Background: an optimization exercise with open tools, aiming at small area and few clock cycles per item. Do not read the settings as production practice. Only simulation tests tie the RTL to the original design; equivalence was not proved.

==> flow/design.v (outline; a module is shown in full before it is edited, if it fits) <==
// module stv_mul_inc: 2865 lines
// module stv_mul_dec: 2172 lines
// module stv_s1: 1431 lines
// module stv_add24: 309 lines
// module stv_cfg_data: 5 lines
// module stv_sine_rom: 1178 lines
// module stv_fa: 4 lines
// module stv_ha: 4 lines
// module swept_tone_voice: 176 lines
module swept_tone_voice #(
    parameter int SINE_TABLE_BITS = stv_pkg::SINE_TABLE_BITS_DEF,
    parameter int COUNT_BITS      = stv_pkg::COUNT_BITS_DEF
) (
    input  logic        i_clk,
    input  logic        i_rst_n,
    input  logic        s_axis_tvalid,
    output logic        s_axis_tready,
    input  logic [23:0] s_axis_tdata,    
    input  logic [0:0]  s_axis_tuser,    
    output logic        m_axis_tvalid,
    input  logic        m_axis_tready,
    output logic [39:0] m_axis_tdata,    
    output logic [0:0]  m_axis_tuser,    
    input  logic        i_cfg_we,
    input  logic [2:0]  i_cfg_index,
    input  logic [31:0] i_cfg_data
);
  // ...
==> flow/run.sh <==
#!/bin/bash
# synth_recipe.tcl (not shown) runs the flow's synth.tcl, then flattens the netlist and writes it again
# the make line also repeats each setting of config.mk as NAME=value (left out here)
make -C /OpenROAD-flow-scripts/flow DESIGN_CONFIG=/design/flow/config.mk WORK_HOME=/design/flow/orfs CLKGATE_MAP_FILE= SYNTH_SCRIPT=/design/flow/synth_recipe.tcl finish
==> flow/config.mk <==
export PLATFORM = sky130hd
export DESIGN_NAME = swept_tone_voice
export DESIGN_NICKNAME = swept_tone_voice
export VERILOG_FILES = /design/flow/design.v
export SDC_FILE = /design/flow/constraint.sdc
export NUM_CORES = 4
export LEC_CHECK = 0
export CAP_MARGIN = 20
export CORE_MARGIN = 2
export CORE_UTILIZATION = 40
export SLEW_MARGIN = 20
export SYNTH_HIERARCHICAL = 1
export SYNTH_MEMORY_MAX_BITS = 32768
export SYNTH_MINIMUM_KEEP_SIZE = 0
==> flow/constraint.sdc <==
create_clock -name core_clock -period 13.0 [get_ports {i_clk}]
set_input_delay 2.6000 -clock core_clock [delete_from_list [all_inputs] [get_ports {i_clk}]]
set_output_delay 2.6000 -clock core_clock [all_outputs]
set_load 0.01 [all_outputs]
==> impl_metrics.ini, run 1 <==
[finish]
final_cell_area_mm2 = 0.08783
drive_gt1_share_pct = 6.609
num-nonclk-inverters = 297
fillers = 19188
multi_input_area_share_pct = 76.49
antenna_cells = 0
clkbuf_count = 52
top_register = r_cfg
largestClassByArea = multi-input combinational cells

[sta]
relSlewSlack_pct = 11.52

[worst_setup_path]
cpPeakStageDelay_ns = 0.72
rr_startpoint = r_mag1[7]
crit_top_cell = fa_1
path_max_fanout = 11
worst_ep_required_time_ns = 13.39
worstPathArrival_ns = 12.71
cp.depth = 39

[placed_design]
placed_cell_area_mm2 = 0.08619
pre_cts_ws_ns = 0.6656
dp.cells = 10711

[global_routing]
grt_usage_pct = 26.00
grt_pass1_wl_um = 415700
grt_util_met1_pct = 33.10
use_met3_pct = 5.229
gr-total-overflow = 0

[min_path]
hold_end = r_act2
min-delay-start = r_act1

[routing]
drt_wl_total_um = 270300
drt-met1-wl_um = 103500
drt_iter0_markers = 6169

[cts]
postCtsHoldBufs = 0
postCtsSetupRepairBufs = 0

[floorplanning]
nWellTaps = 2672

[run_status]
outcome = complete, no violations

[yosys]
yosys_warnings = 8
Testbench counts, summed over its fixed seeds: cycles 19,442, items 18,162.
==> module stv_cfg_data, before the edit <==
module stv_cfg_data (input logic [31:0] i_data, input logic i_rst_n,
                     output logic [31:0] o_d0, output logic [31:0] o_d1);
    assign o_d0 = i_data & {32{i_rst_n}};
    assign o_d1 = i_data | {32{~i_rst_n}};
endmodule
==> module swept_tone_voice, before the edit <==
module swept_tone_voice #(
    parameter int SINE_TABLE_BITS = stv_pkg::SINE_TABLE_BITS_DEF,
    parameter int COUNT_BITS      = stv_pkg::COUNT_BITS_DEF
) (
    input  logic        i_clk,
    input  logic        i_rst_n,
    input  logic        s_axis_tvalid,
    output logic        s_axis_tready,
    input  logic [23:0] s_axis_tdata,    
    input  logic [0:0]  s_axis_tuser,    
    output logic        m_axis_tvalid,
    input  logic        m_axis_tready,
    output logic [39:0] m_axis_tdata,    
    output logic [0:0]  m_axis_tuser,    
    input  logic        i_cfg_we,
    input  logic [2:0]  i_cfg_index,
    input  logic [31:0] i_cfg_data
);
    stv_pkg::t_cfg r_cfg;
    logic [31:0] w_cfg_d0, w_cfg_d1;
    logic [7:0]  w_cfg_en;
    stv_cfg_data u_cfg_data (.i_data(i_cfg_data), .i_rst_n(i_rst_n), .o_d0(w_cfg_d0), .o_d1(w_cfg_d1));
    always_comb begin
        for (int k = 0; k < 8; k++) w_cfg_en[k] = !i_rst_n || (i_cfg_we && (i_cfg_index == 3'(k)));
    end
    always_ff @(posedge i_clk) begin
        if (w_cfg_en[REG_WAVE_TYPE])       r_cfg.wave_type       <= w_cfg_d0[1:0];
        if (w_cfg_en[REG_START_INCREMENT]) r_cfg.start_increment <= w_cfg_d0[30:0];
        if (w_cfg_en[REG_SWEEP_FACTOR])    r_cfg.sweep_factor    <= {w_cfg_d0[31], w_cfg_d1[30], w_cfg_d0[29:0]};
        if (w_cfg_en[REG_ATTACK_SAMPLES])  r_cfg.attack_samples  <= w_cfg_d0[19:0];
        if (w_cfg_en[REG_ATTACK_STEP])     r_cfg.attack_step     <= w_cfg_d0[23:0];
        if (w_cfg_en[REG_DECAY_START])     r_cfg.decay_start     <= w_cfg_d0[23:0];
        if (w_cfg_en[REG_DECAY_FACTOR])    r_cfg.decay_factor    <= w_cfg_d1[23:0];
        if (w_cfg_en[REG_NOTE_LENGTH])     r_cfg.note_length     <= {w_cfg_d0[19:1], w_cfg_d1[0]};
    end
    logic r_v1, r_v2;
    logic w_ready2, w_ready1, w_accept;
    assign w_ready2      = !r_v2 || m_axis_tready;
    assign w_ready1      = !r_v1 || w_ready2;
    assign s_axis_tready = w_ready1;
    assign w_accept      = s_axis_tvalid && w_ready1;
    logic [31:0] r_phase, r_inc;
    logic [19:0] r_idx;
    logic [23:0] r_env;
    logic        r_note_on;
    logic        w_start, w_active, w_in_att, w_at_att, w_not_end;
    logic [31:0] e_inc, w_phase_new, w_inc_next;
    logic [19:0] w_idx_inc, w_idx_next;
    logic [23:0] e_env, w_env_used, w_env_next, w_dec_next, w_att_next;
    logic [24:0] w_att_sum, w_att_r;
    logic [33:0] w_inc_prod;
    assign w_start = (s_axis_tuser[0] == OP_START);
    assign w_idx_inc = r_idx + 1'b1;
    stv_add24 u_att_add (.a(r_env), .b(r_cfg.attack_step), .s(w_att_r));
    always_comb begin
        if (w_start) begin
            w_active  = (r_cfg.note_length != 20'd0);
            w_in_att  = (r_cfg.attack_samples != 20'd0);
            w_at_att  = (r_cfg.attack_samples == 20'd0);
            w_not_end = (r_cfg.note_length != 20'd1);
            w_idx_next = 20'd1;
            w_att_sum = {1'b0, r_cfg.attack_step};
        end else begin
            w_active  = r_note_on && (r_idx < r_cfg.note_length);
            w_in_att  = (r_idx < r_cfg.attack_samples);
            w_at_att  = (r_idx == r_cfg.attack_samples);
            w_not_end = (w_idx_inc != r_cfg.note_length);
            w_idx_next = w_idx_inc;
            w_att_sum = w_att_r;
        end
        e_inc   = w_start ? {1'b0, r_cfg.start_increment} : r_inc;
        e_env   = w_start ? 24'd0 : r_env;
        w_phase_new = w_start ? {1'b0, r_cfg.start_increment} : (r_phase + r_inc);
        w_att_next  = w_att_sum[24] ? ENV_MAX : w_att_sum[23:0];
        w_env_used  = (!w_in_att && w_at_att) ? r_cfg.decay_start : e_env;
        w_env_next  = w_in_att ? w_att_next : w_dec_next;
        w_inc_next  = (|w_inc_prod[33:32]) ? 32'hFFFF_FFFF : w_inc_prod[31:0];
    end
    stv_mul_inc u_mul_inc (.a(e_inc), .b(r_cfg.sweep_factor), .q(w_inc_prod));
    stv_mul_dec u_mul_dec (.a(w_env_used), .b(r_cfg.decay_factor), .q(w_dec_next));
    logic w_load;
    assign w_load = w_accept && (w_active || w_start);
    always_ff @(posedge i_clk) begin
        if (w_load) begin
            r_phase <= w_active ? w_phase_new : 32'd0;
            r_inc   <= w_active ? w_inc_next : {1'b0, r_cfg.start_increment};
            r_idx   <= w_active ? w_idx_next : 20'd0;
            r_env   <= w_active ? w_env_next : 24'd0;
        end
    end
    always_ff @(posedge i_clk) begin
        if (!i_rst_n) begin
            r_note_on <= 1'b0;
        end else if (w_accept) begin
            r_note_on <= w_active && w_not_end;
        end
    end
    logic [10:0] w_addr;
    logic [15:0] w_sine;
    logic [16:0] w_ramp, w_mag;
    logic [16:0] w_tri;
    logic        w_neg;
    assign w_addr = w_phase_new[30] ? (11'd1024 - {1'b0, w_phase_new[29:20]})
                                    : {1'b0, w_phase_new[29:20]};
    stv_sine_rom u_rom (.a(w_addr), .q(w_sine));
    assign w_tri  = w_phase_new[31] ? {1'b0, w_phase_new[30:15]}
                                    : ({1'b0, ~w_phase_new[30:15]} + {16'd0, (w_phase_new[14:0] == 15'd0)});
    always_comb begin
        w_ramp = (r_cfg.wave_type == WAVE_SAW) ? w_phase_new[31:15] : w_tri;
        case (r_cfg.wave_type)
            WAVE_SINE: begin
                w_mag = {1'b0, w_sine};
                w_neg = w_phase_new[31];
            end
            WAVE_SQUARE: begin
                w_mag = WAVE_PEAK;
                w_neg = w_phase_new[31];
            end
            default: begin
                w_neg = (w_ramp[16:15] == 2'b00);
                w_mag = w_neg ? ({2'b00, ~w_ramp[14:0]} + 17'd1)
                              : {w_ramp[16:15] - 2'd1, w_ramp[14:0]};
            end
        endcase
    end
    logic        r_act1, r_neg1;
    logic [16:0] r_mag1;
    logic [23:0] r_env1;
    logic [17:0] r_mix1;
    always_ff @(posedge i_clk) begin
        if (!i_rst_n) begin
            r_v1 <= 1'b0;
        end else if (w_ready1) begin
            r_v1 <= s_axis_tvalid;
        end
    end
    always_ff @(posedge i_clk) begin
        if (w_ready1) begin
            r_act1 <= w_active;
            r_neg1 <= w_active && w_neg;
            r_mag1 <= w_active ? w_mag : 17'd0;
            r_env1 <= w_env_used;
            r_mix1 <= s_axis_tdata[17:0];
        end
    end
    logic [17:0] w_mix_out;
    logic [15:0] w_pcm;
    stv_s1 u_s1 (
        .i_mag (r_mag1),
        .i_env (r_env1),
        .i_neg (r_neg1),
        .i_mix (r_mix1),
        .o_mix (w_mix_out),
        .o_pcm (w_pcm)
    );
    logic        r_act2;
    logic [17:0] r_mix2;
    logic [15:0] r_pcm2;
    always_ff @(posedge i_clk) begin
        if (!i_rst_n) begin
            r_v2 <= 1'b0;
        end else if (w_ready2) begin
            r_v2 <= r_v1;
        end
    end
    always_ff @(posedge i_clk) begin
        if (w_ready2) begin
            r_mix2 <= w_mix_out;
            r_pcm2 <= w_pcm;
            r_act2 <= r_act1;
        end
    end
    assign m_axis_tvalid = r_v2;
    assign m_axis_tdata  = {6'd0, r_pcm2, r_mix2};
    assign m_axis_tuser  = r_act2;
endmodule
==> inputs of run 2 (changes only) <==
--- a/flow/design.v
+++ b/flow/design.v
@@ -2898,17 +2898,824 @@
     stv_fa u_t1851 (.a(t1733), .b(t1614), .c(t1732), .s(t1851), .co(t1852));
     stv_fa u_t1853 (.a(t1735), .b(t1618), .c(t1734), .s(t1853), .co(t1854));
     stv_fa u_t1855 (.a(t1737), .b(t1622), .c(t1736), .s(t1855), .co(t1856));
     stv_fa u_t1857 (.a(t1739), .b(t1624), .c(t1738), .s(t1857), .co(t1858));
     stv_fa u_t1859 (.a(npp30[31]), .b(npp31[30]), .c(t1740), .s(t1859), .co(t1860));
     logic [63:0] nr0, nr1, p;
     assign nr0 = {1'b1, npp31[31], t1859, t1857, t1855, t1853, t1851, t1849, t1847, t1845, t1843, t1841, t1839, t1837, t1835, t1833, t1831, t1829, t1827, t1825, t1823, t1821, t1819, t1817, t1815, t1813, t1811, t1809, t1807, t1805, t1803, t1801, t1799, t1797, t1795, t1793, t1791, t1789, t1787, t1785, t1783, t1781, t1779, t1777, t1775, t1773, t1771, t1769, t1767, t1765, t1763, t1761, t1759, t1757, t1755, t1753, t1751, t1749, t1747, t1745, t1743, t1741, npp0[1], npp0[0]};
     assign nr1 = {1'b1, t1860, t1858, t1856, t1854, t1852, t1850, t1848, t1846, t1844, t1842, t1840, t1838, t1836, t1834, t1832, t1830, t1828, t1826, t1824, t1822, t1820, t1818, t1816, t1814, t1812, t1810, t1808, t1806, t1804, t1802, t1800, t1798, t1796, t1794, t1792, t1790, t1788, t1786, t1784, t1782, t1780, t1778, t1776, t1774, t1772, t1770, t1768, t1766, t1764, t1762, t1760, t1758, t1756, t1754, t1752, t1750, t1748, t1746, t1744, t1742, npp2[0], npp1[0], 1'b1};
-    assign p = ~(nr0 + nr1 + 64'd1);
+    logic k1;
+    logic k2;
+    logic k3;
+    logic k4;
+    logic k5;
+    logic k6;
+    logic k7;
+    logic k8;
+    logic k9;
+    logic k10;
+    logic k11;
+    logic k12;
+    logic k13;
+    logic k14;
+    logic k15;
+    logic k16;
+    logic k17;
+    logic k18;
+    logic k19;
+    logic k20;
+    logic k21;
+    logic k22;
+    logic k23;
+    logic k24;
+    logic k25;
+    logic k26;
+    logic k27;
+    logic k28;
+    logic k29;
+    logic k30;
+    logic k31;
+    logic k32;
+    logic k33;
+    logic k34;
+    logic k35;
+    logic k36;
+    logic k37;
+    logic k38;
+    logic k39;
+    logic k40;
+    logic k41;
+    logic k42;
+    logic k43;
+    logic k44;
+    logic k45;
+    logic k46;
+    logic k47;
+    logic k48;
+    logic k49;
+    logic k50;
+    logic k51;
+    logic k52;
+    logic k53;
+    logic k54;
+    logic k55;
+    logic k56;
+    logic k57;
+    logic k58;
+    logic k59;
+    logic k60;
+    logic k61;
+    logic k62;
+    logic k63;
+    logic k64;
+    logic k65;
+    logic k66;
+    logic k67;
+    logic k68;
+    logic k69;
+    logic k70;
+    logic k71;
+    logic k72;
+    logic k73;
+    logic k74;
+    logic k75;
+    logic k76;
+    logic k77;
+    logic k78;
+    logic k79;
+    logic k80;
+    logic k81;
+    logic k82;
+    logic k83;
+    logic k84;
+    logic k85;
+    logic k86;
+    logic k87;
+    logic k88;
+    logic k89;
+    logic k90;
+    logic k91;
+    logic k92;
+    logic k93;
+    logic k94;
+    logic k95;
+    logic k96;
+    logic k97;
+    logic k98;
+    logic k99;
+    logic k100;
+    logic k101;
+    logic k102;
+    logic k103;
+    logic k104;
+    logic k105;
+    logic k106;
+    logic k107;
+    logic k108;
+    logic k109;
+    logic k110;
+    logic k111;
+    logic k112;
+    logic k113;
+    logic k114;
+    logic k115;
+    logic k116;
+    logic k117;
+    logic k118;
+    logic k119;
+    logic k120;
+    logic k121;
+    logic k122;
+    logic k123;
+    logic k124;
+    logic k125;
+    logic k126;
+    logic k127;
+    logic k128;
+    logic k129;
+    logic k130;
+    logic k131;
+    logic k132;
+    logic k133;
+    logic k134;
+    logic k135;
+    logic k136;
+    logic k137;
+    logic k138;
+    logic k139;
+    logic k140;
+    logic k141;
+    logic k142;
+    logic k143;
+    logic k144;
+    logic k145;
+    logic k146;
+    logic k147;
+    logic k148;
+    logic k149;
+    logic k150;
+    logic k151;
+    logic k152;
+    logic k153;
+    logic k154;
+    logic k155;
+    logic k156;
+    logic k157;
+    logic k158;
+    logic k159;
+    logic k160;
+    logic k161;
+    logic k162;
+    logic k163;
+    logic k164;
+    logic k165;
+    logic k166;
+    logic k167;
+    logic k168;
+    logic k169;
+    logic k170;
+    logic k171;
+    logic k172;
+    logic k173;
+    logic k174;
+    logic k175;
+    logic k176;
+    logic k177;
+    logic k178;
+    logic k179;
+    logic k180;
+    logic k181;
+    logic k182;
+    logic k183;
+    logic k184;
+    logic k185;
+    logic k186;
+    logic k187;
+    logic k188;
+    logic k189;
+    logic k190;
+    logic k191;
+    logic k192;
+    logic k193;
+    logic k194;
+    logic k195;
+    logic k196;
+    logic k197;
+    logic k198;
+    logic k199;
+    logic k200;
+    logic k201;
+    logic k202;
+    logic k203;
+    logic k204;
+    logic k205;
+    logic k206;
+    logic k207;
+    logic k208;
+    logic k209;
+    logic k210;
+    logic k211;
+    logic k212;
+    logic k213;
+    logic k214;
+    logic k215;
+    logic k216;
+    logic k217;
+    logic k218;
+    logic k219;
+    logic k220;
+    logic k221;
+    logic k222;
+    logic k223;
+    logic k224;
+    logic k225;
+    logic k226;
+    logic k227;
+    logic k228;
+    logic k229;
+    logic k230;
+    logic k231;
+    logic k232;
+    logic k233;
+    logic k234;
+    logic k235;
+    logic k236;
+    logic k237;
+    logic k238;
+    logic k239;
+    logic k240;
+    logic k241;
+    logic k242;
+    logic k243;
+    logic k244;
+    logic k245;
+    logic k246;
+    logic k247;
+    logic k248;
+    logic k249;
+    logic k250;
+    logic k251;
+    logic k252;
+    logic k253;
+    logic k254;
+    logic k255;
+    logic k256;
+    logic k257;
+    logic k258;
+    logic k259;
+    logic k260;
+    logic k261;
+    logic k262;
+    logic k263;
+    logic k264;
+    logic k265;
+    logic k266;
+    logic k267;
+    logic k268;
+    logic k269;
+    logic k270;
+    logic k271;
+    logic k272;
+    logic k273;
+    logic k274;
+    logic k275;
+    logic k276;
+    logic k277;
+    logic k278;
+    logic k279;
+    logic k280;
+    logic k281;
+    logic k282;
+    logic k283;
+    logic k284;
+    logic k285;
+    logic k286;
+    logic k287;
+    logic k288;
+    logic k289;
+    logic k290;
+    logic k291;
+    logic k292;
+    logic k293;
+    logic k294;
+    logic k295;
+    logic k296;
+    logic k297;
+    logic k298;
+    logic k299;
+    logic k300;
+    logic k301;
+    logic k302;
+    logic k303;
+    logic k304;
+    logic k305;
+    logic k306;
+    logic k307;
+    logic k308;
+    logic k309;
+    logic k310;
+    logic k311;
+    logic k312;
+    logic k313;
+    logic k314;
+    logic k315;
+    logic k316;
+    logic k317;
+    logic k318;
+    logic k319;
+    logic k320;
+    logic k321;
+    logic k322;
+    logic k323;
+    logic k324;
+    logic k325;
+    logic k326;
+    logic k327;
+    logic k328;
+    logic k329;
+    logic k330;
+    logic k331;
+    logic k332;
+    logic k333;
+    logic k334;
+    logic k335;
+    logic k336;
+    logic k337;
+    logic k338;
+    logic k339;
+    logic k340;
+    logic k341;
+    logic k342;
+    logic k343;
+    logic k344;
+    logic k345;
+    logic k346;
+    logic k347;
+    logic k348;
+    logic k349;
+    logic k350;
+    logic k351;
+    logic k352;
+    logic k353;
+    logic k354;
+    logic k355;
+    logic k356;
+    logic k357;
+    logic k358;
+    logic k359;
+    logic k360;
+    logic k361;
+    logic k362;
+    logic k363;
+    logic k364;
+    logic k365;
+    logic k366;
+    logic k367;
+    logic k368;
+    logic k369;
+    logic k370;
+    logic k371;
+    logic k372;
+    logic k373;
+    logic k374;
+    logic k375;
+    logic k376;
+    logic k377;
+    logic k378;
+    logic k379;
+    logic k380;
+    logic k381;
+    logic k382;
+    logic k383;
+    logic k384;
+    logic k385;
+    logic k386;
+    logic k387;
+    logic k388;
+    logic k389;
+    logic k390;
+    logic k391;
+    logic k392;
+    logic k393;
+    logic k394;
+    logic k395;
+    logic k396;
+    logic k397;
+    logic k398;
+    logic k399;
+    logic k400;
+    logic k401;
+    logic k402;
+    logic k403;
+    assign k1 = nr0[0] & nr1[0];
+    assign k2 = nr0[0] ^ nr1[0];
+    assign k3 = nr0[1] & nr1[1];
+    assign k4 = nr0[1] ^ nr1[1];
+    assign k5 = nr0[2] & nr1[2];
+    assign k6 = nr0[2] ^ nr1[2];
+    assign k7 = nr0[3] & nr1[3];
+    assign k8 = nr0[3] ^ nr1[3];
+    assign k9 = nr0[4] & nr1[4];
+    assign k10 = nr0[4] ^ nr1[4];
+    assign k11 = nr0[5] & nr1[5];
+    assign k12 = nr0[5] ^ nr1[5];
+    assign k13 = nr0[6] & nr1[6];
+    assign k14 = nr0[6] ^ nr1[6];
+    assign k15 = nr0[7] & nr1[7];
+    assign k16 = nr0[7] ^ nr1[7];
+    assign k17 = nr0[8] & nr1[8];
+    assign k18 = nr0[8] ^ nr1[8];
+    assign k19 = nr0[9] & nr1[9];
+    assign k20 = nr0[9] ^ nr1[9];
+    assign k21 = nr0[10] & nr1[10];
+    assign k22 = nr0[10] ^ nr1[10];
+    assign k23 = nr0[11] & nr1[11];
+    assign k24 = nr0[11] ^ nr1[11];
+    assign k25 = nr0[12] & nr1[12];
+    assign k26 = nr0[12] ^ nr1[12];
+    assign k27 = nr0[13] & nr1[13];
+    assign k28 = nr0[13] ^ nr1[13];
+    assign k29 = nr0[14] & nr1[14];
+    assign k30 = nr0[14] ^ nr1[14];
+    assign k31 = nr0[15] & nr1[15];
+    assign k32 = nr0[15] ^ nr1[15];
+    assign k33 = nr0[16] & nr1[16];
+    assign k34 = nr0[16] ^ nr1[16];
+    assign k35 = nr0[17] & nr1[17];
+    assign k36 = nr0[17] ^ nr1[17];
+    assign k37 = nr0[18] & nr1[18];
+    assign k38 = nr0[18] ^ nr1[18];
+    assign k39 = nr0[19] & nr1[19];
+    assign k40 = nr0[19] ^ nr1[19];
+    assign k41 = nr0[20] & nr1[20];
+    assign k42 = nr0[20] ^ nr1[20];
+    assign k43 = nr0[21] & nr1[21];
+    assign k44 = nr0[21] ^ nr1[21];
+    assign k45 = nr0[22] & nr1[22];
+    assign k46 = nr0[22] ^ nr1[22];
+    assign k47 = nr0[23] & nr1[23];
+    assign k48 = nr0[23] ^ nr1[23];
+    assign k49 = nr0[24] & nr1[24];
+    assign k50 = nr0[24] ^ nr1[24];
+    assign k51 = nr0[25] & nr1[25];
+    assign k52 = nr0[25] ^ nr1[25];
+    assign k53 = nr0[26] & nr1[26];
+    assign k54 = nr0[26] ^ nr1[26];
+    assign k55 = nr0[27] & nr1[27];
+    assign k56 = nr0[27] ^ nr1[27];
+    assign k57 = nr0[28] & nr1[28];
+    assign k58 = nr0[28] ^ nr1[28];
+    assign k59 = nr0[29] & nr1[29];
+    assign k60 = nr0[29] ^ nr1[29];
+    assign k61 = nr0[30] & nr1[30];
+    assign k62 = nr0[30] ^ nr1[30];
+    assign k63 = nr0[31] & nr1[31];
+    assign k64 = nr0[31] ^ nr1[31];
+    assign k65 = nr0[32] & nr1[32];
+    assign k66 = nr0[32] ^ nr1[32];
+    assign k67 = nr0[33] & nr1[33];
+    assign k68 = nr0[33] ^ nr1[33];
+    assign k69 = nr0[34] & nr1[34];
+    assign k70 = nr0[34] ^ nr1[34];
+    assign k71 = nr0[35] & nr1[35];
+    assign k72 = nr0[35] ^ nr1[35];
+    assign k73 = nr0[36] & nr1[36];
+    assign k74 = nr0[36] ^ nr1[36];
+    assign k75 = nr0[37] & nr1[37];
+    assign k76 = nr0[37] ^ nr1[37];
+    assign k77 = nr0[38] & nr1[38];
+    assign k78 = nr0[38] ^ nr1[38];
+    assign k79 = nr0[39] & nr1[39];
+    assign k80 = nr0[39] ^ nr1[39];
+    assign k81 = nr0[40] & nr1[40];
+    assign k82 = nr0[40] ^ nr1[40];
+    assign k83 = nr0[41] & nr1[41];
+    assign k84 = nr0[41] ^ nr1[41];
+    assign k85 = nr0[42] & nr1[42];
+    assign k86 = nr0[42] ^ nr1[42];
+    assign k87 = nr0[43] & nr1[43];
+    assign k88 = nr0[43] ^ nr1[43];
+    assign k89 = nr0[44] & nr1[44];
+    assign k90 = nr0[44] ^ nr1[44];
+    assign k91 = nr0[45] & nr1[45];
+    assign k92 = nr0[45] ^ nr1[45];
+    assign k93 = nr0[46] & nr1[46];
+    assign k94 = nr0[46] ^ nr1[46];
+    assign k95 = nr0[47] & nr1[47];
+    assign k96 = nr0[47] ^ nr1[47];
+    assign k97 = nr0[48] & nr1[48];
+    assign k98 = nr0[48] ^ nr1[48];
+    assign k99 = nr0[49] & nr1[49];
+    assign k100 = nr0[49] ^ nr1[49];
+    assign k101 = nr0[50] & nr1[50];
+    assign k102 = nr0[50] ^ nr1[50];
+    assign k103 = nr0[51] & nr1[51];
+    assign k104 = nr0[51] ^ nr1[51];
+    assign k105 = nr0[52] & nr1[52];
+    assign k106 = nr0[52] ^ nr1[52];
+    assign k107 = nr0[53] & nr1[53];
+    assign k108 = nr0[53] ^ nr1[53];
+    assign k109 = nr0[54] & nr1[54];
+    assign k110 = nr0[54] ^ nr1[54];
+    assign k111 = nr0[55] & nr1[55];
+    assign k112 = nr0[55] ^ nr1[55];
+    assign k113 = nr0[56] & nr1[56];
+    assign k114 = nr0[56] ^ nr1[56];
+    assign k115 = nr0[57] & nr1[57];
+    assign k116 = nr0[57] ^ nr1[57];
+    assign k117 = nr0[58] & nr1[58];
+    assign k118 = nr0[58] ^ nr1[58];
+    assign k119 = nr0[59] & nr1[59];
+    assign k120 = nr0[59] ^ nr1[59];
+    assign k121 = nr0[60] & nr1[60];
+    assign k122 = nr0[60] ^ nr1[60];
+    assign k123 = nr0[61] & nr1[61];
+    assign k124 = nr0[61] ^ nr1[61];
+    assign k125 = nr0[62] & nr1[62];
+    assign k126 = nr0[62] ^ nr1[62];
+    assign k127 = nr0[63] & nr1[63];
+    assign k128 = nr0[63] ^ nr1[63];
+    assign k129 = k1 | (k2 & 1'b1);
+    assign k130 = k3 | (k4 & k129);
+    assign k131 = k4 & k2;
+    assign k132 = k7 | (k8 & k5);
+    assign k133 = k8 & k6;
+    assign k134 = k11 | (k12 & k9);
+    assign k135 = k12 & k10;
+    assign k136 = k15 | (k16 & k13);
+    assign k137 = k16 & k14;
+    assign k138 = k19 | (k20 & k17);
+    assign k139 = k20 & k18;
+    assign k140 = k23 | (k24 & k21);
+    assign k141 = k24 & k22;
+    assign k142 = k27 | (k28 & k25);
+    assign k143 = k28 & k26;
+    assign k144 = k31 | (k32 & k29);
+    assign k145 = k32 & k30;
+    assign k146 = k35 | (k36 & k33);
+    assign k147 = k36 & k34;
+    assign k148 = k39 | (k40 & k37);
+    assign k149 = k40 & k38;
+    assign k150 = k43 | (k44 & k41);
+    assign k151 = k44 & k42;
+    assign k152 = k47 | (k48 & k45);
+    assign k153 = k48 & k46;
+    assign k154 = k51 | (k52 & k49);
+    assign k155 = k52 & k50;
+    assign k156 = k55 | (k56 & k53);
+    assign k157 = k56 & k54;
+    assign k158 = k59 | (k60 & k57);
+    assign k159 = k60 & k58;
+    assign k160 = k63 | (k64 & k61);
+    assign k161 = k64 & k62;
+    assign k162 = k67 | (k68 & k65);
+    assign k163 = k68 & k66;
+    assign k164 = k71 | (k72 & k69);
+    assign k165 = k72 & k70;
+    assign k166 = k75 | (k76 & k73);
+    assign k167 = k76 & k74;
+    assign k168 = k79 | (k80 & k77);
+    assign k169 = k80 & k78;
+    assign k170 = k83 | (k84 & k81);
+    assign k171 = k84 & k82;
+    assign k172 = k87 | (k88 & k85);
+    assign k173 = k88 & k86;
+    assign k174 = k91 | (k92 & k89);
+    assign k175 = k92 & k90;
+    assign k176 = k95 | (k96 & k93);
+    assign k177 = k96 & k94;
+    assign k178 = k99 | (k100 & k97);
+    assign k179 = k100 & k98;
+    assign k180 = k103 | (k104 & k101);
+    assign k181 = k104 & k102;
+    assign k182 = k107 | (k108 & k105);
+    assign k183 = k108 & k106;
+    assign k184 = k111 | (k112 & k109);
+    assign k185 = k112 & k110;
+    assign k186 = k115 | (k116 & k113);
+    assign k187 = k116 & k114;
+    assign k188 = k119 | (k120 & k117);
+    assign k189 = k120 & k118;
+    assign k190 = k123 | (k124 & k121);
+    assign k191 = k124 & k122;
+    assign k192 = k127 | (k128 & k125);
+    assign k193 = k128 & k126;
+    assign k194 = k132 | (k133 & k130);
+    assign k195 = k133 & k131;
+    assign k196 = k136 | (k137 & k134);
+    assign k197 = k137 & k135;
+    assign k198 = k140 | (k141 & k138);
+    assign k199 = k141 & k139;
+    assign k200 = k144 | (k145 & k142);
+    assign k201 = k145 & k143;
+    assign k202 = k148 | (k149 & k146);
+    assign k203 = k149 & k147;
+    assign k204 = k152 | (k153 & k150);
+    assign k205 = k153 & k151;
+    assign k206 = k156 | (k157 & k154);
+    assign k207 = k157 & k155;
+    assign k208 = k160 | (k161 & k158);
+    assign k209 = k161 & k159;
+    assign k210 = k164 | (k165 & k162);
+    assign k211 = k165 & k163;
+    assign k212 = k168 | (k169 & k166);
+    assign k213 = k169 & k167;
+    assign k214 = k172 | (k173 & k170);
+    assign k215 = k173 & k171;
+    assign k216 = k176 | (k177 & k174);
+    assign k217 = k177 & k175;
+    assign k218 = k180 | (k181 & k178);
+    assign k219 = k181 & k179;
+    assign k220 = k184 | (k185 & k182);
+    assign k221 = k185 & k183;
+    assign k222 = k188 | (k189 & k186);
+    assign k223 = k189 & k187;
+    assign k224 = k192 | (k193 & k190);
+    assign k225 = k193 & k191;
+    assign k226 = k196 | (k197 & k194);
+    assign k227 = k197 & k195;
+    assign k228 = k200 | (k201 & k198);
+    assign k229 = k201 & k199;
+    assign k230 = k204 | (k205 & k202);
+    assign k231 = k205 & k203;
+    assign k232 = k208 | (k209 & k206);
+    assign k233 = k209 & k207;
+    assign k234 = k212 | (k213 & k210);
+    assign k235 = k213 & k211;
+    assign k236 = k216 | (k217 & k214);
+    assign k237 = k217 & k215;
+    assign k238 = k220 | (k221 & k218);
+    assign k239 = k221 & k219;
+    assign k240 = k224 | (k225 & k222);
+    assign k241 = k225 & k223;
+    assign k242 = k228 | (k229 & k226);
+    assign k243 = k229 & k227;
+    assign k244 = k232 | (k233 & k230);
+    assign k245 = k233 & k231;
+    assign k246 = k236 | (k237 & k234);
+    assign k247 = k237 & k235;
+    assign k248 = k240 | (k241 & k238);
+    assign k249 = k241 & k239;
+    assign k250 = k244 | (k245 & k242);
+    assign k251 = k245 & k243;
+    assign k252 = k248 | (k249 & k246);
+    assign k253 = k249 & k247;
+    assign k254 = k252 | (k253 & k250);
+    assign k255 = k253 & k251;
+    assign k256 = k246 | (k247 & k250);
+    assign k257 = k247 & k251;
+    assign k258 = k230 | (k231 & k242);
+    assign k259 = k231 & k243;
+    assign k260 = k234 | (k235 & k250);
+    assign k261 = k235 & k251;
+    assign k262 = k238 | (k239 & k256);
+    assign k263 = k239 & k257;
+    assign k264 = k198 | (k199 & k226);
+    assign k265 = k199 & k227;
+    assign k266 = k202 | (k203 & k242);
+    assign k267 = k203 & k243;
+    assign k268 = k206 | (k207 & k258);
+    assign k269 = k207 & k259;
+    assign k270 = k210 | (k211 & k250);
+    assign k271 = k211 & k251;
+    assign k272 = k214 | (k215 & k260);
+    assign k273 = k215 & k261;
+    assign k274 = k218 | (k219 & k256);
+    assign k275 = k219 & k257;
+    assign k276 = k222 | (k223 & k262);
+    assign k277 = k223 & k263;
+    assign k278 = k134 | (k135 & k194);
+    assign k279 = k135 & k195;
+    assign k280 = k138 | (k139 & k226);
+    assign k281 = k139 & k227;
+    assign k282 = k142 | (k143 & k264);
+    assign k283 = k143 & k265;
+    assign k284 = k146 | (k147 & k242);
+    assign k285 = k147 & k243;
+    assign k286 = k150 | (k151 & k266);
+    assign k287 = k151 & k267;
+    assign k288 = k154 | (k155 & k258);
+    assign k289 = k155 & k259;
+    assign k290 = k158 | (k159 & k268);
+    assign k291 = k159 & k269;
+    assign k292 = k162 | (k163 & k250);
+    assign k293 = k163 & k251;
+    assign k294 = k166 | (k167 & k270);
+    assign k295 = k167 & k271;
+    assign k296 = k170 | (k171 & k260);
+    assign k297 = k171 & k261;
+    assign k298 = k174 | (k175 & k272);
+    assign k299 = k175 & k273;
+    assign k300 = k178 | (k179 & k256);
+    assign k301 = k179 & k257;
+    assign k302 = k182 | (k183 & k274);
+    assign k303 = k183 & k275;
+    assign k304 = k186 | (k187 & k262);
+    assign k305 = k187 & k263;
+    assign k306 = k190 | (k191 & k276);
+    assign k307 = k191 & k277;
+    assign k308 = k5 | (k6 & k130);
+    assign k309 = k6 & k131;
+    assign k310 = k9 | (k10 & k194);
+    assign k311 = k10 & k195;
+    assign k312 = k13 | (k14 & k278);
+    assign k313 = k14 & k279;
+    assign k314 = k17 | (k18 & k226);
+    assign k315 = k18 & k227;
+    assign k316 = k21 | (k22 & k280);
+    assign k317 = k22 & k281;
+    assign k318 = k25 | (k26 & k264);
+    assign k319 = k26 & k265;
+    assign k320 = k29 | (k30 & k282);
+    assign k321 = k30 & k283;
+    assign k322 = k33 | (k34 & k242);
+    assign k323 = k34 & k243;
+    assign k324 = k37 | (k38 & k284);
+    assign k325 = k38 & k285;
+    assign k326 = k41 | (k42 & k266);
+    assign k327 = k42 & k267;
+    assign k328 = k45 | (k46 & k286);
+    assign k329 = k46 & k287;
+    assign k330 = k49 | (k50 & k258);
+    assign k331 = k50 & k259;
+    assign k332 = k53 | (k54 & k288);
+    assign k333 = k54 & k289;
+    assign k334 = k57 | (k58 & k268);
+    assign k335 = k58 & k269;
+    assign k336 = k61 | (k62 & k290);
+    assign k337 = k62 & k291;
+    assign k338 = k65 | (k66 & k250);
+    assign k339 = k66 & k251;
+    assign k340 = k69 | (k70 & k292);
+    assign k341 = k70 & k293;
+    assign k342 = k73 | (k74 & k270);
+    assign k343 = k74 & k271;
+    assign k344 = k77 | (k78 & k294);
+    assign k345 = k78 & k295;
+    assign k346 = k81 | (k82 & k260);
+    assign k347 = k82 & k261;
+    assign k348 = k85 | (k86 & k296);
+    assign k349 = k86 & k297;
+    assign k350 = k89 | (k90 & k272);
+    assign k351 = k90 & k273;
+    assign k352 = k93 | (k94 & k298);
+    assign k353 = k94 & k299;
+    assign k354 = k97 | (k98 & k256);
+    assign k355 = k98 & k257;
+    assign k356 = k101 | (k102 & k300);
+    assign k357 = k102 & k301;
+    assign k358 = k105 | (k106 & k274);
+    assign k359 = k106 & k275;
+    assign k360 = k109 | (k110 & k302);
+    assign k361 = k110 & k303;
+    assign k362 = k113 | (k114 & k262);
+    assign k363 = k114 & k263;
+    assign k364 = k117 | (k118 & k304);
+    assign k365 = k118 & k305;
+    assign k366 = k121 | (k122 & k276);
+    assign k367 = k122 & k277;
+    assign k368 = k125 | (k126 & k306);
+    assign k369 = k126 & k307;
+    assign k370 = k62 ^ k290;
+    assign k371 = k64 ^ k336;
+    assign k372 = k66 ^ k250;
+    assign k373 = k68 ^ k338;
+    assign k374 = k70 ^ k292;
+    assign k375 = k72 ^ k340;
+    assign k376 = k74 ^ k270;
+    assign k377 = k76 ^ k342;
+    assign k378 = k78 ^ k294;
+    assign k379 = k80 ^ k344;
+    assign k380 = k82 ^ k260;
+    assign k381 = k84 ^ k346;
+    assign k382 = k86 ^ k296;
+    assign k383 = k88 ^ k348;
+    assign k384 = k90 ^ k272;
+    assign k385 = k92 ^ k350;
+    assign k386 = k94 ^ k298;
+    assign k387 = k96 ^ k352;
+    assign k388 = k98 ^ k256;
+    assign k389 = k100 ^ k354;
+    assign k390 = k102 ^ k300;
+    assign k391 = k104 ^ k356;
+    assign k392 = k106 ^ k274;
+    assign k393 = k108 ^ k358;
+    assign k394 = k110 ^ k302;
+    assign k395 = k112 ^ k360;
+    assign k396 = k114 ^ k262;
+    assign k397 = k116 ^ k362;
+    assign k398 = k118 ^ k304;
+    assign k399 = k120 ^ k364;
+    assign k400 = k122 ^ k276;
+    assign k401 = k124 ^ k366;
+    assign k402 = k126 ^ k306;
+    assign k403 = k128 ^ k368;
+    assign p[29:0] = '0;
+    assign p[63:30] = ~{k403, k402, k401, k400, k399, k398, k397, k396, k395, k394, k393, k392, k391, k390, k389, k388, k387, k386, k385, k384, k383, k382, k381, k380, k379, k378, k377, k376, k375, k374, k373, k372, k371, k370};
     assign q = p[63:30];
 endmodule
 module stv_mul_dec (
     input  logic [23:0] a,
     input  logic [23:0] b,
     output logic [23:0] q
 );
     logic [23:0] npp0;
@@ -6504,329 +7311,20 @@
     stv_fa u_v127 (.a(w_sum[11]), .b(w_nsum[15]), .c(v88), .s(v127), .co(v128));
     stv_ha u_v129 (.a(w_sum[12]), .b(w_sum[16]), .s(v129), .co(v130));
     logic [30:0] w_p0, w_p1, w_p;
     assign w_p0 = {w_sum[15], w_sum[14], w_sum[13], v129, v127, v125, v123, v121, v119, v117, v115, v113, v111, v109, v107, v105, v103, v101, v99, v97, v95, v93, v91, v89, w_nsum[0], w_nsum[1], w_nsum[0], 1'b0, 1'b0, 1'b0, w_ns16};
     assign w_p1 = {1'b0, 1'b0, v130, v128, v126, v124, v122, v120, v118, v116, v114, v112, v110, v108, v106, v104, v102, v100, v98, v96, v94, v92, v90, w_nsum[3], w_nsum[2], 1'b0, 1'b0, 1'b0, 1'b0, 1'b0, 1'b0};
     assign w_p = w_p0 + w_p1 + 31'd1966082767;
     assign o_pcm = w_over ? 16'd30000 : w_under ? -16'sd30000 : w_p[30:15];
 endmodule
-module stv_add24 (input logic [23:0] a, input logic [23:0] b, output logic [24:0] s);
-    logic k1;
-    logic k2;
-    logic k3;
-    logic k4;
-    logic k5;
-    logic k6;
-    logic k7;
-    logic k8;
-    logic k9;
-    logic k10;
-    logic k11;
-    logic k12;
-    logic k13;
-    logic k14;
-    logic k15;
-    logic k16;
-    logic k17;
-    logic k18;
-    logic k19;
-    logic k20;
-    logic k21;
-    logic k22;
-    logic k23;
-    logic k24;
-    logic k25;
-    logic k26;
-    logic k27;
-    logic k28;
-    logic k29;
-    logic k30;
-    logic k31;
-    logic k32;
-    logic k33;
-    logic k34;
-    logic k35;
-    logic k36;
-    logic k37;
-    logic k38;
-    logic k39;
-    logic k40;
-    logic k41;
-    logic k42;
-    logic k43;
-    logic k44;
-    logic k45;
-    logic k46;
-    logic k47;
-    logic k48;
-    logic k49;
-    logic k50;
-    logic k51;
-    logic k52;
-    logic k53;
-    logic k54;
-    logic k55;
-    logic k56;
-    logic k57;
-    logic k58;
-    logic k59;
-    logic k60;
-    logic k61;
-    logic k62;
-    logic k63;
-    logic k64;
-    logic k65;
-    logic k66;
-    logic k67;
-    logic k68;
-    logic k69;
-    logic k70;
-    logic k71;
-    logic k72;
-    logic k73;
-    logic k74;
-    logic k75;
-    logic k76;
-    logic k77;
-    logic k78;
-    logic k79;
-    logic k80;
-    logic k81;
-    logic k82;
-    logic k83;
-    logic k84;
-    logic k85;
-    logic k86;
-    logic k87;
-    logic k88;
-    logic k89;
-    logic k90;
-    logic k91;
-    logic k92;
-    logic k93;
-    logic k94;
-    logic k95;
-    logic k96;
-    logic k97;
-    logic k98;
-    logic k99;
-    logic k100;
-    logic k101;
-    logic k102;
-    logic k103;
-    logic k104;
-    logic k105;
-    logic k106;
-    logic k107;
-    logic k108;
-    logic k109;
-    logic k110;
-    logic k111;
-    logic k112;
-    logic k113;
-    logic k114;
-    logic k115;
-    logic k116;
-    logic k117;
-    logic k118;
-    logic k119;
-    logic k120;
-    logic k121;
-    logic k122;
-    logic k123;
-    logic k124;
-    logic k125;
-    logic k126;
-    logic k127;
-    logic k128;
-    logic k129;
-    logic k130;
-    logic k131;
-    logic k132;
-    logic k133;
-    logic k134;
-    logic k135;
-    logic k136;
-    logic k137;
-    logic k138;
-    logic k139;
-    logic k140;
-    logic k141;
-    logic k142;
-    logic k143;
-    logic k144;
-    logic k145;
-    logic k146;
-    logic k147;
-    logic k148;
-    logic k149;
-    logic k150;
-    logic k151;
-    logic k152;
-    logic k153;
-    assign k1 = a[0] & b[0];
-    assign k2 = a[0] ^ b[0];
-    assign k3 = a[1] & b[1];
-    assign k4 = a[1] ^ b[1];
-    assign k5 = a[2] & b[2];
-    assign k6 = a[2] ^ b[2];
-    assign k7 = a[3] & b[3];
-    assign k8 = a[3] ^ b[3];
-    assign k9 = a[4] & b[4];
-    assign k10 = a[4] ^ b[4];
-    assign k11 = a[5] & b[5];
-    assign k12 = a[5] ^ b[5];
-    assign k13 = a[6] & b[6];
-    assign k14 = a[6] ^ b[6];
-    assign k15 = a[7] & b[7];
-    assign k16 = a[7] ^ b[7];
-    assign k17 = a[8] & b[8];
-    assign k18 = a[8] ^ b[8];
-    assign k19 = a[9] & b[9];
-    assign k20 = a[9] ^ b[9];
-    assign k21 = a[10] & b[10];
-    assign k22 = a[10] ^ b[10];
-    assign k23 = a[11] & b[11];
-    assign k24 = a[11] ^ b[11];
-    assign k25 = a[12] & b[12];
-    assign k26 = a[12] ^ b[12];
-    assign k27 = a[13] & b[13];
-    assign k28 = a[13] ^ b[13];
-    assign k29 = a[14] & b[14];
-    assign k30 = a[14] ^ b[14];
-    assign k31 = a[15] & b[15];
-    assign k32 = a[15] ^ b[15];
-    assign k33 = a[16] & b[16];
-    assign k34 = a[16] ^ b[16];
-    assign k35 = a[17] & b[17];
-    assign k36 = a[17] ^ b[17];
-    assign k37 = a[18] & b[18];
-    assign k38 = a[18] ^ b[18];
-    assign k39 = a[19] & b[19];
-    assign k40 = a[19] ^ b[19];
-    assign k41 = a[20] & b[20];
-    assign k42 = a[20] ^ b[20];
-    assign k43 = a[21] & b[21];
-    assign k44 = a[21] ^ b[21];
-    assign k45 = a[22] & b[22];
-    assign k46 = a[22] ^ b[22];
-    assign k47 = a[23] & b[23];
-    assign k48 = a[23] ^ b[23];
-    assign k49 = k3 | (k4 & k1);
-    assign k50 = k4 & k2;
-    assign k51 = k7 | (k8 & k5);
-    assign k52 = k8 & k6;
-    assign k53 = k11 | (k12 & k9);
-    assign k54 = k12 & k10;
-    assign k55 = k15 | (k16 & k13);
-    assign k56 = k16 & k14;
-    assign k57 = k19 | (k20 & k17);
-    assign k58 = k20 & k18;
-    assign k59 = k23 | (k24 & k21);
-    assign k60 = k24 & k22;
-    assign k61 = k27 | (k28 & k25);
-    assign k62 = k28 & k26;
-    assign k63 = k31 | (k32 & k29);
-    assign k64 = k32 & k30;
-    assign k65 = k35 | (k36 & k33);
-    assign k66 = k36 & k34;
-    assign k67 = k39 | (k40 & k37);
-    assign k68 = k40 & k38;
-    assign k69 = k43 | (k44 & k41);
-    assign k70 = k44 & k42;
-    assign k71 = k47 | (k48 & k45);
-    assign k72 = k48 & k46;
-    assign k73 = k51 | (k52 & k49);
-    assign k74 = k52 & k50;
-    assign k75 = k55 | (k56 & k53);
-    assign k76 = k56 & k54;
-    assign k77 = k59 | (k60 & k57);
-    assign k78 = k60 & k58;
-    assign k79 = k63 | (k64 & k61);
-    assign k80 = k64 & k62;
-    assign k81 = k67 | (k68 & k65);
-    assign k82 = k68 & k66;
-    assign k83 = k71 | (k72 & k69);
-    assign k84 = k72 & k70;
-    assign k85 = k75 | (k76 & k73);
-    assign k86 = k76 & k74;
-    assign k87 = k79 | (k80 & k77);
-    assign k88 = k80 & k78;
-    assign k89 = k83 | (k84 & k81);
-    assign k90 = k84 & k82;
-    assign k91 = k87 | (k88 & k85);
-    assign k92 = k88 & k86;
-    assign k93 = k89 | (k90 & k91);
-    assign k94 = k90 & k92;
-    assign k95 = k77 | (k78 & k85);
-    assign k96 = k78 & k86;
-    assign k97 = k81 | (k82 & k91);
-    assign k98 = k82 & k92;
-    assign k99 = k53 | (k54 & k73);
-    assign k100 = k54 & k74;
-    assign k101 = k57 | (k58 & k85);
-    assign k102 = k58 & k86;
-    assign k103 = k61 | (k62 & k95);
-    assign k104 = k62 & k96;
-    assign k105 = k65 | (k66 & k91);
-    assign k106 = k66 & k92;
-    assign k107 = k69 | (k70 & k97);
-    assign k108 = k70 & k98;
-    assign k109 = k5 | (k6 & k49);
-    assign k110 = k6 & k50;
-    assign k111 = k9 | (k10 & k73);
-    assign k112 = k10 & k74;
-    assign k113 = k13 | (k14 & k99);
-    assign k114 = k14 & k100;
-    assign k115 = k17 | (k18 & k85);
-    assign k116 = k18 & k86;
-    assign k117 = k21 | (k22 & k101);
-    assign k118 = k22 & k102;
-    assign k119 = k25 | (k26 & k95);
-    assign k120 = k26 & k96;
-    assign k121 = k29 | (k30 & k103);
-    assign k122 = k30 & k104;
-    assign k123 = k33 | (k34 & k91);
-    assign k124 = k34 & k92;
-    assign k125 = k37 | (k38 & k105);
-    assign k126 = k38 & k106;
-    assign k127 = k41 | (k42 & k97);
-    assign k128 = k42 & k98;
-    assign k129 = k45 | (k46 & k107);
-    assign k130 = k46 & k108;
-    assign k131 = k4 ^ k1;
-    assign k132 = k6 ^ k49;
-    assign k133 = k8 ^ k109;
-    assign k134 = k10 ^ k73;
-    assign k135 = k12 ^ k111;
-    assign k136 = k14 ^ k99;
-    assign k137 = k16 ^ k113;
-    assign k138 = k18 ^ k85;
-    assign k139 = k20 ^ k115;
-    assign k140 = k22 ^ k101;
-    assign k141 = k24 ^ k117;
-    assign k142 = k26 ^ k95;
-    assign k143 = k28 ^ k119;
-    assign k144 = k30 ^ k103;
-    assign k145 = k32 ^ k121;
-    assign k146 = k34 ^ k91;
-    assign k147 = k36 ^ k123;
-    assign k148 = k38 ^ k105;
-    assign k149 = k40 ^ k125;
-    assign k150 = k42 ^ k97;
-    assign k151 = k44 ^ k127;
-    assign k152 = k46 ^ k107;
-    assign k153 = k48 ^ k129;
-    assign s = {k93, {k153, k152, k151, k150, k149, k148, k147, k146, k145, k144, k143, k142, k141, k140, k139, k138, k137, k136, k135, k134, k133, k132, k131, k2}};
-endmodule
 module stv_cfg_data (input logic [31:0] i_data, input logic i_rst_n,
-                     output logic [31:0] o_d0, output logic [31:0] o_d1);
+                     output logic [31:0] o_d0, output logic [24:0] o_d1);
     assign o_d0 = i_data & {32{i_rst_n}};
-    assign o_d1 = i_data | {32{~i_rst_n}};
+    assign o_d1 = {i_data[30], i_data[23:0]} | {25{~i_rst_n}};
 endmodule
 module stv_sine_rom (input logic [10:0] a, output logic [15:0] q);
     logic [15:0] w_base;
     logic [9:0] w_slope;
     logic [1:0] w_res;
     logic [13:0] w_lin;
     always_comb begin
         case (a[10:4])
@@ -8024,26 +8522,27 @@
     input  logic        m_axis_tready,
     output logic [39:0] m_axis_tdata,    
     output logic [0:0]  m_axis_tuser,    
     input  logic        i_cfg_we,
     input  logic [2:0]  i_cfg_index,
     input  logic [31:0] i_cfg_data
 );
     stv_pkg::t_cfg r_cfg;
-    logic [31:0] w_cfg_d0, w_cfg_d1;
+    logic [31:0] w_cfg_d0;
+    logic [24:0] w_cfg_d1;    
     logic [7:0]  w_cfg_en;
     stv_cfg_data u_cfg_data (.i_data(i_cfg_data), .i_rst_n(i_rst_n), .o_d0(w_cfg_d0), .o_d1(w_cfg_d1));
     always_comb begin
         for (int k = 0; k < 8; k++) w_cfg_en[k] = !i_rst_n || (i_cfg_we && (i_cfg_index == 3'(k)));
     end
     always_ff @(posedge i_clk) begin
         if (w_cfg_en[REG_WAVE_TYPE])       r_cfg.wave_type       <= w_cfg_d0[1:0];
         if (w_cfg_en[REG_START_INCREMENT]) r_cfg.start_increment <= w_cfg_d0[30:0];
-        if (w_cfg_en[REG_SWEEP_FACTOR])    r_cfg.sweep_factor    <= {w_cfg_d0[31], w_cfg_d1[30], w_cfg_d0[29:0]};
+        if (w_cfg_en[REG_SWEEP_FACTOR])    r_cfg.sweep_factor    <= {w_cfg_d0[31], w_cfg_d1[24], w_cfg_d0[29:0]};
         if (w_cfg_en[REG_ATTACK_SAMPLES])  r_cfg.attack_samples  <= w_cfg_d0[19:0];
         if (w_cfg_en[REG_ATTACK_STEP])     r_cfg.attack_step     <= w_cfg_d0[23:0];
         if (w_cfg_en[REG_DECAY_START])     r_cfg.decay_start     <= w_cfg_d0[23:0];
         if (w_cfg_en[REG_DECAY_FACTOR])    r_cfg.decay_factor    <= w_cfg_d1[23:0];
         if (w_cfg_en[REG_NOTE_LENGTH])     r_cfg.note_length     <= {w_cfg_d0[19:1], w_cfg_d1[0]};
     end
     logic r_v1, r_v2;
     logic w_ready2, w_ready1, w_accept;
@@ -8058,17 +8557,17 @@
     logic        w_start, w_active, w_in_att, w_at_att, w_not_end;
     logic [31:0] e_inc, w_phase_new, w_inc_next;
     logic [19:0] w_idx_inc, w_idx_next;
     logic [23:0] e_env, w_env_used, w_env_next, w_dec_next, w_att_next;
     logic [24:0] w_att_sum, w_att_r;
     logic [33:0] w_inc_prod;
     assign w_start = (s_axis_tuser[0] == OP_START);
     assign w_idx_inc = r_idx + 1'b1;
-    stv_add24 u_att_add (.a(r_env), .b(r_cfg.attack_step), .s(w_att_r));
+    assign w_att_r = {1'b0, r_env} + {1'b0, r_cfg.attack_step};
     always_comb begin
         if (w_start) begin
             w_active  = (r_cfg.note_length != 20'd0);
             w_in_att  = (r_cfg.attack_samples != 20'd0);
             w_at_att  = (r_cfg.attack_samples == 20'd0);
             w_not_end = (r_cfg.note_length != 20'd1);
             w_idx_next = 20'd1;
             w_att_sum = {1'b0, r_cfg.attack_step};
==> flow/config.mk (replaced) <==
export PLATFORM = sky130hd
export DESIGN_NAME = swept_tone_voice
export DESIGN_NICKNAME = swept_tone_voice
export VERILOG_FILES = /design/flow/design.v
export SDC_FILE = /design/flow/constraint.sdc
export NUM_CORES = 4
export LEC_CHECK = 0
export CAP_MARGIN = 20
export CORE_MARGIN = 2
export CORE_UTILIZATION = 40
export GPL_TIMING_DRIVEN = 0
export SLEW_MARGIN = 20
export SYNTH_HIERARCHICAL = 1
export SYNTH_MEMORY_MAX_BITS = 32768
export SYNTH_MINIMUM_KEEP_SIZE = 0
==> impl_metrics.ini, run 2 <==
[global_routing]
grt_pass1_vias = 67517
grt_usage_pct = 28.01
grt_pass1_wl_um = 431100
antenna_found_initial = 15
gr-total-overflow = 0
grt_max_degree = 44

[placed_design]
gp_congestion = 1.005
pre_cts_ws_ns = -4.637
hpwl_um = 229200
port_buffers = 94

[worst_setup_path]
cp_slowest_cell = clkbuf_1
cp-end-kind = flip-flop
cp-startpoint = s_axis_tuser[0]
rr_startpoint = r_mag1[8]
cpPeakStageDelay_ns = 0.65
start_kind = input port
worst_ep_required_time_ns = 13.40
crit_top_cell = fa_1
worstSetupPathType = in2reg
worstPathArrival_ns = 13.17
path_max_fanout = 10

[yosys]
syn_area_mm2 = 0.08055
yosysTopAreaCellShare_pct = 47.27
yosys_warnings = 8
synthCells = 7950
yosysTopAreaCell = fa_1
dominantRegCellSynth = edfxtp_1
synth_edf_count = 381
synth_top_cells_by_count = nand2_1 (2361), fa_1 (1902), clkbuf_1 (473)
synth_most_common_cell = nand2_1
synthTopCellsByArea = fa_1 (47%), edfxtp_1 (14%), nand2_1 (11%), ha_1 (6.2%), clkbuf_1 (2.2%)
synth-async-reset-ratio_pct = 0
synth.distinct_cells = 127
yosysSeqAreaShare_pct = 14.28
postSynthAreaPerCell_um2 = 10.13
ys_ff_latch = 384

[min_path]
min-delay-start = r_act1
hp-class = reg2reg

[finish]
largest_reg_flops = 177
fillers = 19133
multi_input_area_mm2 = 0.06650
area_growth_pct = 9.289
reg.largest.list = r_cfg: 177 flops, r_inc: 32 flops, r_phase: 32 flops
final-seq-area_mm2 = 0.01150
drive_gt1_share_pct = 5.799
final_cell_mix = nand2_1 (2355), fa_1 (1900), ha_1 (401), edfxtp_1 (381), clkbuf_1 (377)
final_common_cell = nand2_1
top_register = r_cfg
fin_nets = 10594

[sta]
worst_pin_slew_ns = 1.279
drv_slew = 0
hold_violations = 0
finalWorstSetupSlack_ns = 0.2265
fin_skew_ns = 0.03892
relSlewSlack_pct = 13.97
fin_crit_ns = 12.77
rsz0062_at_grt = yes
fmax_mhz = 78.29
setup_violations = 0
finalCritPeriodShare_pct = 98.26

[floorplanning]
die_w_um = 452.7
die_h_um = 452.7
initial_utilization_pct = 40.30
ioPinCount = 108
design.die.area_mm2 = 0.2050
core-area_mm2 = 0.1999
rows = 164

[cts]
clock-root-buffer = clkbuf_16
clk_latency_ns = 0.64
clockBufferDepth = 3
cts_tree = built
cts.sinks = 384
cts_buffers = 46
cts-htree-levels = 2
postCtsHoldBufs = 0
clkTransAtPathRegs_ns = 0.07

[routing]
ant_nets = 0
routed_via_density = 5.780
wl_per_cell_um = 26.09
drt_iter0_markers = 6309
drc = 0
drt_pass1_iterations = 6
drt_wl_total_um = 285000
routed-via-count = 63135

[run_status]
outcome = complete, no violations

[job]
max_cap_viol_count = 0
[run 2: cell types whose count changed in the layout (fill, tap and decap cells not counted), moves of 14 or more]
cell,change
clkbuf_1,+371
buf_4,-205
nor2_1,-72
a21oi_1,-59
buf_2,+59
clkbuf_2,+58
mux2i_1,+34
inv_1,-31
o221ai_1,-28
o21ai_1,+19
xnor2_1,-17
a21o_1,-15
buf_1,+15
buf_6,+14
[run 2: final timing paths]
kind	cells past startpoint	slack [ns]	to
setup / recovery	33	0.23	r_inc[13]
hold / removal	0	0.43	r_act2
setup reg to reg	39	0.49	r_pcm2[15]
hold reg to reg	0	0.43	r_act2
[run 2: worst max-delay path: cells and delay by family]
family / cells / cell delay (ns)
buffers and inverters: 12 / 2.89
AOI/OAI and AO/OA: 9 / 2.39
adders and majority gates: 9 / 4.63
and+or+nand+nor: 3 / 0.60
[run 2: layer usage]
| metal | up-vias | global-route usage, % | part of all wire [%] |
|---|---|---|---|
| met3 | 583 | 6.162 | 9.7 |
| met2 | 3460 | 44.52 | 46 |
| met1 | 32623 | 36.60 | 39 |
| met4 | 12 | 12.87 | 5.4 |
| li1 | 26457 | - | - |
| met5 | - | 0 | 0.031 |
[run 2: cells by family after synthesis]
group / after synthesis / share of synthesized area [%]
adders and majority gates: 2305 / 53.53
buffers and inverters: 826 / 4.015
muxes: 88 / 1.289
AOI/OAI and AO/OA: 998 / 8.154
DFF: 384 / 14.28
xor gates and xnor gates: 219 / 2.409
and+or+nand+nor: 3125 / 16.30
other: 5 / 0.02330
[run 2: modules after synthesis, one instance, submodules excluded]
module	cells	flops+latches	copies in the design
stv_cfg_data	63	0	1
stv_fa	1	0	1852
stv_ha	1	0	33
stv_mul_dec	835	0	1
stv_mul_inc	1462	0	1
stv_s1	1000	0	1
stv_sine_rom	938	0	1
swept_tone_voice	1767	384	1
[run 2: metrics by stage]
stage / instance area (µm²) / hold slack, ns / TNS, ns / utilization (%) / std cells
floorplan: 80820 / 0.4003 / 0 / - / 8022
global placement: 85080 / 0.4079 / -317.52 / 42.57 / 10772
detailed placement: 85670 / 0.4164 / -181.56 / 42.87 / 10805
CTS: 87660 / 0.4317 / 0 / 43.86 / 10897
global route: 88020 / 0.4361 / -0.02184 / 44.04 / 10918
finish: 88030 / 0.4315 / 0 / 44.05 / 10923
[run 2: repair_timing]
item / CTS / global route
pin swaps: 3 / 9
setup endpoints to repair: 68 / 52
endpoints found under the hold margin: 0 / 0
gates resized for setup: 125 / 83
setup buffers: 29 / 20
[run 2: layout make-up]
class | count | share of cell area, %
multi-input combinational | 6812 | 75.54
sequential | 384 | 13.06
tap | 2656 | 3.775
buffer | 536 | 2.664
timing repair buffer | 176 | 2.008
clock buffer | 55 | 1.370
inverter | 269 | 1.147
clock inverter | 28 | 0.4122
antenna | 7 | 0.01990
Testbench counts of run 2, summed over its fixed seeds: cycles 19,442, items 18,162.
==> inputs of run 3 (changes only) <==
--- a/flow/config.mk
+++ b/flow/config.mk
@@ -8,7 +8,6 @@
 export CAP_MARGIN = 20
 export CORE_MARGIN = 2
 export CORE_UTILIZATION = 40
-export GPL_TIMING_DRIVEN = 0
 export SLEW_MARGIN = 20
 export SYNTH_HIERARCHICAL = 1
 export SYNTH_MEMORY_MAX_BITS = 32768
==> impl_metrics.ini, run 3 <==
[run_status]
outcome = complete, no violations

[cts]
cts_buffers = 46
postCtsHoldBufs = 0
postCtsSetupRepairBufs = 0
clockBufferDepth = 3
cts.sinks = 384
clk_latency_ns = 0.68
cts-htree-levels = 2
clkTransAtPathRegs_ns = 0.06
clock-root-buffer = clkbuf_16
cts_tree = built
ctsResizeCount = 0

[routing]
routed-via-count = 62579
drt_wl_total_um = 267500
wl_per_cell_um = 25.13
drc = 0
routed_via_density = 5.880
drt_iter0_markers = 5567
drt_pass1_iterations = 8
ant_nets = 0

[worst_setup_path]
cp-end-kind = flip-flop
cp.depth = 37
worstSetupPathType = reg2reg
worst_ep_required_time_ns = 13.36
crit_family = adder cells
crit_top_cell = fa_1
start_kind = flip-flop
cpPeakStageDelay_ns = 0.76
path_max_fanout = 11
worstPathArrival_ns = 12.75
cp_slowest_cell = edfxtp_1
ff2ff_path_depth = 37
cp_num_buf_inv = 2

[sta]
relSlewSlack_pct = 20.04
worst_pin_slew_ns = 1.199
hold_violations = 0
rsz0062_at_grt = no
fmax_mhz = 80.76
drv_slew = 0
setup_violations = 0
finalWorstSetupSlack_ns = 0.6182
fin_crit_ns = 12.38
fin_skew_ns = 0.07299
timing.hold.ws_ns = 0.4208
setup_tns_ns = 0
finalCritPeriodShare_pct = 95.24

[finish]
drive_gt1_share_pct = 7.206
largest_reg_flops = 177
area_growth_pct = 8.773
final_cell_area_mm2 = 0.08762
fin_cells = 10642
reg.largest.list = r_cfg: 177 flops, r_inc: 32 flops, r_phase: 32 flops
top_register = r_cfg
fin_util_pct = 43.84
final_cell_mix = nand2_1 (2360), fa_1 (1902), ha_1 (402), edfxtp_1 (381), buf_4 (311)
fin_nets = 10312
final_common_cell = nand2_1

[placed_design]
pre_cts_ws_ns = 0.5569
port_buffers = 95
gp_congestion = 0.9054
dp.cells = 10518
hpwl_um = 187100
placed_cell_area_mm2 = 0.08547

[floorplanning]
rows = 164
die_h_um = 452.7
design.die.area_mm2 = 0.2050
initial_utilization_pct = 40.30
ioPinCount = 108
core-area_mm2 = 0.1999
die_w_um = 452.7

[yosys]
yosysTopAreaCell = fa_1
synthCells = 7950
synth-async-reset-ratio_pct = 0
synth_edf_count = 381
yosys_warnings = 8
yosysTopAreaCellShare_pct = 47.27
postSynthAreaPerCell_um2 = 10.13
synth.distinct_cells = 127
ys_ff_latch = 384
yosysSeqAreaShare_pct = 14.28
dominantRegCellSynth = edfxtp_1
synthTopCellsByArea = fa_1 (47%), edfxtp_1 (14%), nand2_1 (11%), ha_1 (6.2%), clkbuf_1 (2.2%)
synth_most_common_cell = nand2_1
synth_top_cells_by_count = nand2_1 (2361), fa_1 (1902), clkbuf_1 (473)
syn_area_mm2 = 0.08055

[job]
max_cap_viol_count = 0

[min_path]
hold_depth = 0
hp-class = reg2reg

[global_routing]
gr-total-overflow = 0
grt_pass1_vias = 68329
grt_pass1_wl_um = 411700
antenna_found_initial = 7
grt_max_degree = 97
grt_usage_pct = 26.21
[run 3: cell counts after synthesis]
Identical to the previous run, type by type.
[run 3: final cells by class]
class,instances,area [µm²]
diodes,7,17.52
clock buffers,57,1222
clock inverters,27,416.7
fillers,18961,112200
inverters,269,1010
multi-input cells,6812,66350
flip-flops and latches,384,11500
well taps,2656,3323
repair buffers,430,3771
[run 3: worst register-to-register path, delay by kind of cell (launching register included)]
| family | cells | cell delay [ns] |
|---|---|---|
| xor gates and xnor gates | 3 | 0.72 |
| AOI/OAI and AO/OA | 9 | 1.86 |
| adders and majority gates | 15 | 7.02 |
| DFF | 1 | 0.76 |
| and+or+nand+nor | 7 | 1.03 |
| buffers and inverters | 2 | 0.59 |
| muxes | 1 | 0.19 |
[run 3: cells by family after synthesis]
group,count (synthesis),share of synthesized area (%)
other,5,0.02330
buffers and inverters,826,4.015
flip-flops,384,14.28
XOR/XNOR,219,2.409
AND/OR/NAND/NOR,3125,16.30
AO/OA/AOI/OAI,998,8.154
multiplexers,88,1.289
adder cells (fa/ha/maj),2305,53.53
[run 3: layer usage]
| metal | share of wire, % | global-route usage (%) | up-vias |
|---|---|---|---|
| met1 | 39 | 34.13 | 32405 |
| met5 | 0.011 | 0 | - |
| met3 | 9.2 | 5.209 | 802 |
| li1 | - | - | 25862 |
| met4 | 4.8 | 10.89 | 4 |
| met2 | 47 | 42.74 | 3506 |
[run 3: Yosys stat by module (local to each module, per instance)]
module,cell area [µm²],times used
stv_ha,12.51,33
stv_fa,20.02,1852
stv_mul_dec,3989,1
stv_s1,5438,1
stv_cfg_data,397.9,1
stv_sine_rom,6414,1
swept_tone_voice,20100,1
stv_mul_inc,6721,1
[run 3: final timing paths]
path	from	end	slack (ns)
setup reg to reg	r_env1[11]	r_pcm2[15]	0.62
setup / recovery	r_env1[11]	r_pcm2[15]	0.62
hold reg to reg	r_act1	r_act2	0.42
hold / removal	r_act1	r_act2	0.42

==> what the ideal ports hide <==
How much do the figures lean on ideal ports? The routed layouts below were timed once more, with nothing changed but the port constraints.
Step 1 sets driving cells, clkbuf_16 on the clock port and buf_2 on the other inputs (assumed; they add their load-dependent delay and slew).
Step 2 adds t to the input delays and takes it off the output delays; t is the mean of the earliest and latest rising clock arrival at the registers after step 1. Input paths then give back, and output paths get back, about the clock's delay inside the block.
a / b / c = ideal / step 1 / step 2; a / b = the first two.
run | t (ns) | slack for setup (ns) | worst setup path at the end | clock arrival spread, ns
run 1 | 0.727 | 0.683 / 0.683 / 0.513 | input to register | 0.077 / 0.076
run 2 | 0.692 | 0.227 / 0.135 / -0.557 | input to register | 0.056 / 0.056
run 3 | 0.706 | 0.618 / 0.618 / 0.307 | input to register | 0.081 / 0.081
Met with ideal ports but missed after step 2: setup timing in run 2. The setup slack of run 2, which loses most, moves by -0.092 ns with the drivers and by -0.784 ns with both steps.
